This design comes from an exercise in tuning for small area on the open sky130 flow, not from production work.
Only simulation tests tie the RTL to the original design; equivalence was not proved.
Power and IR drop assume default switching activity.

// cnn_top
module cnn_top
(
    input  logic        clk,
    input  logic        reset,
    input  logic        load_req,
    input  logic [15:0] load_cmd,        
    output logic        load_ack,
    input  logic        run_req,
    output logic        run_ack,
    output logic [81:0] result           
);
For scale: ~1900 cells after synthesis, about 30000 um2 of cells after synthesis.
make LEC_CHECK=0 CAP_MARGIN=20 CORE_MARGIN=2 CORE_UTILIZATION=40 SLEW_MARGIN=20 finish   # period 10.0 ns
run.sh (not shown) runs the stock make flow with config.mk's settings and CLKGATE_MAP_FILE= SYNTH_SCRIPT=/design/flow/synth_recipe.tcl, a recipe that flattens the netlist after the stock synthesis.
==> next run, changes <==
--- a/flow/config.mk
+++ b/flow/config.mk
@@ -10,0 +11 @@
+export CTS_BUF_LIST = sky130_fd_sc_hd__clkbuf_2 sky130_fd_sc_hd__clkbuf_4
=> Via count is higher by a few percent; final cell count increases by a little under a tenth; worst setup slack degrades by 0.035 ns; register-to-register slack degrades by 0.03 ns; non-clock buffer count is unchanged; fmax falls slightly; cell area went down slightly; global-route usage goes up by 0.41 points; die area is unchanged; sequential power hardly moves; total power went down by a few percent.


cnn_top, a different RTL version from the one above (not shown whole).
For scale: ~1700 cells after synthesis, ~100 I/O pins, ~27000 um^2 of cells after synthesis.
clock: 10.0 ns
lec_check: 0
cap_margin: 20
core_margin: 2
core_utilization: 60
slew_margin: 20
standard.sh (not shown) runs the stock make flow with config.mk's settings and CLKGATE_MAP_FILE= SYNTH_SCRIPT=/design/flow/synth_recipe.tcl, a recipe that flattens the netlist after the stock synthesis.
==> flow/flow/run.sh <==
#!/bin/bash
set -euo pipefail
export BUFFER_PORTS_ARGS="-buffer_cell sky130_fd_sc_hd__buf_1"
export CTS_ARGS="-sink_clustering_enable -repair_clock_nets -dont_use_dummy_load -buf_list sky130_fd_sc_hd__clkbuf_16 -sink_clustering_size 32 -sink_clustering_max_diameter 45"
bash standard.sh > standard.log 2>&1
The first run produced a clean layout.
==> next run, changes <==
==> flow/flow/run.sh (replaced) <==
#!/bin/bash
# The standard layout (standard.sh, ORFS) with these changes:
# - input and output ports are buffered with the smallest buffer;
# - clock tree synthesis uses clkbuf_8 sink clusters and no dummy loads;
# - after floorplan, OpenROAD's restructure re-maps the combinational logic for
#   area (flow/restructure.tcl); registers are kept as synthesized.
# The make output goes to standard.log; each ORFS step keeps its own log.
set -euo pipefail
here=$(pwd)
export BUFFER_PORTS_ARGS="-buffer_cell sky130_fd_sc_hd__buf_1"
export CTS_ARGS="-sink_clustering_enable -repair_clock_nets -dont_use_dummy_load -buf_list sky130_fd_sc_hd__clkbuf_8 -sink_clustering_size 18 -sink_clustering_max_diameter 60"
export POST_FLOORPLAN_TCL="$here/flow/restructure.tcl"
export RECOVER_POWER=50
bash standard.sh > standard.log 2>&1
==> flow/flow/restructure.tcl (new file) <==
# Area recovery after floorplan: re-map the combinational logic with ABC for
# area (OpenROAD restructure). Registers are not touched.
set lib_in [lindex $::env(LIB_FILES) 0]
set work $::env(RESULTS_DIR)/restructure
file mkdir $work
set lib_out $work/lib_dont_use.lib

# a copy of the library with the platform's don't-use cells marked dont_use,
# so that ABC leaves them out
set fh [open $lib_in r]
set text [read $fh]
close $fh
set out ""
set pos 0
foreach {whole name} [regexp -all -inline -indices {cell\s*\(\s*"?([A-Za-z0-9_]+)"?\s*\)\s*\{} $text] {
  set end [lindex $whole 1]
  set cell [string range $text [lindex $name 0] [lindex $name 1]]
  append out [string range $text $pos $end]
  foreach pattern $::env(DONT_USE_CELLS) {
    if { [string match $pattern $cell] } {
      append out "\n    dont_use : true;"
      break
    }
  }
  set pos [expr {$end + 1}]
}
append out [string range $text $pos end]
set fh [open $lib_out w]
puts -nonewline $fh $out
close $fh

set tielo "[lindex $::env(TIELO_CELL_AND_PORT) 0]/[lindex $::env(TIELO_CELL_AND_PORT) 1]"
set tiehi "[lindex $::env(TIEHI_CELL_AND_PORT) 0]/[lindex $::env(TIEHI_CELL_AND_PORT) 1]"
report_design_area
restructure -target area -liberty_file $lib_out -tielo_port $tielo -tiehi_port $tiehi \
  -work_dir $work
report_design_area
=>
- setup slack is better by 0.61 ns
- total power went up by 34%
- worst hold slack is better by 0.020 ns
==> next run, changes <==
==> flow/flow/run.sh (replaced) <==
#!/bin/bash
set -euo pipefail
export BUFFER_PORTS_ARGS="-buffer_cell sky130_fd_sc_hd__buf_1"
export CTS_ARGS="-sink_clustering_enable -repair_clock_nets -dont_use_dummy_load -buf_list sky130_fd_sc_hd__clkbuf_8 -sink_clustering_size 18 -sink_clustering_max_diameter 60"
export GPL_KEEP_OVERFLOW=0
bash standard.sh > standard.log 2>&1
removed: flow/flow/restructure.tcl
After rerunning: Final area climbs slightly; routed wire length drops by a few percent; sequential cell count is unchanged; setup slack gets worse by 0.67 ns; combinational power drops by well over a third; count of clock-buffer cells in the layout stays the same; synthesized cell count is unchanged; global-route usage drops by 1.0 points; final cell count drops by a little under a tenth; worst hold slack gets worse by 0.026 ns; clock skew climbs by 0.031 ns.
==> next run, changes <==
==> flow/flow/run.sh (replaced) <==
#!/bin/bash
# The standard layout (standard.sh, ORFS) with these changes:
# - input and output ports are buffered with the smallest buffer;
# - clock tree synthesis uses clkbuf_8 sink clusters of up to 20 flip-flops and no dummy loads;
# - after floorplan, OpenROAD's restructure re-maps the combinational logic for
#   area (flow/restructure.tcl); registers are kept as synthesized.
# The make output goes to standard.log; each ORFS step keeps its own log.
set -euo pipefail
here=$(pwd)
export BUFFER_PORTS_ARGS="-buffer_cell sky130_fd_sc_hd__buf_1"
export CTS_ARGS="-sink_clustering_enable -repair_clock_nets -dont_use_dummy_load -buf_list sky130_fd_sc_hd__clkbuf_8 -sink_clustering_size 20 -sink_clustering_max_diameter 60"
export POST_FLOORPLAN_TCL="$here/flow/restructure.tcl"
bash standard.sh > standard.log 2>&1
==> flow/flow/restructure.tcl (new file) <==
# Area recovery after floorplan: re-map the combinational logic with ABC for
# area (OpenROAD restructure). Registers are not touched.
set lib_in [lindex $::env(LIB_FILES) 0]
set work $::env(RESULTS_DIR)/restructure
file mkdir $work
set lib_out $work/lib_dont_use.lib

# a copy of the library with the platform's don't-use cells marked dont_use,
# so that ABC leaves them out
set fh [open $lib_in r]
set text [read $fh]
close $fh
set out ""
set pos 0
foreach {whole name} [regexp -all -inline -indices {cell\s*\(\s*"?([A-Za-z0-9_]+)"?\s*\)\s*\{} $text] {
  set end [lindex $whole 1]
  set cell [string range $text [lindex $name 0] [lindex $name 1]]
  append out [string range $text $pos $end]
  foreach pattern $::env(DONT_USE_CELLS) {
    if { [string match $pattern $cell] } {
      append out "\n    dont_use : true;"
      break
    }
  }
  set pos [expr {$end + 1}]
}
append out [string range $text $pos end]
set fh [open $lib_out w]
puts -nonewline $fh $out
close $fh

set tielo "[lindex $::env(TIELO_CELL_AND_PORT) 0]/[lindex $::env(TIELO_CELL_AND_PORT) 1]"
set tiehi "[lindex $::env(TIEHI_CELL_AND_PORT) 0]/[lindex $::env(TIEHI_CELL_AND_PORT) 1]"
report_design_area
restructure -target area -liberty_file $lib_out -tielo_port $tielo -tiehi_port $tiehi \
  -work_dir $work
report_design_area
- CORE_UTILIZATION: 60 -> 65
Effect: Via count came out higher by about a fifth; total power came out higher by well over a third; worst hold slack got worse by 0.054 ns; design area came out lower by a few percent; synthesized area is unchanged; worst setup slack improved by 0.84 ns; global-route usage came out higher by 2.4 points; count of clock-buffer cells in the layout came out lower by 10.

## port drivers added, routing unchanged
The flow's constraints put no driver on any port. The routed layouts listed below were extracted and timed again, unchanged, in two steps. Step 1: set_driving_cell puts a clkbuf_16 on clk and a buf_2 on each other input, an assumption about the parent block. Step 2 adds t to the input delays and takes it off the output delays; t is the mean of the earliest and latest rising clock arrival at the registers after step 1. Input paths then give back, and output paths get back, about the clock's delay inside the block. Three values: no drivers, after step 1, after step 2; two values: the first two.
run | t (ns) | setup slack, ns | worst register clock-pin slew, ns | pins driven straight from the clock port
the first run of note 1 | 0.695 | 1.499 / 1.499 / 1.499 | 0.07 / 0.07 | 1
the second run of note 1 | 1.046 | 1.465 / 1.465 / 1.465 | 0.08 / 0.08 | 1
the first run of note 2 | 0.637 | 0.381 / 0.381 / 0.381 | 0.10 / 0.10 | 1
the second run of note 2 | 0.700 | 0.992 / 0.992 / 0.992 | 0.11 / 0.11 | 1
the third run of note 2 | 0.664 | 0.326 / 0.326 / 0.326 | 0.11 / 0.11 | 1
the fourth run of note 2 | 0.703 | 1.161 / 1.161 / 1.161 | 0.12 / 0.12 | 1
After both steps every run listed still meets setup and hold.
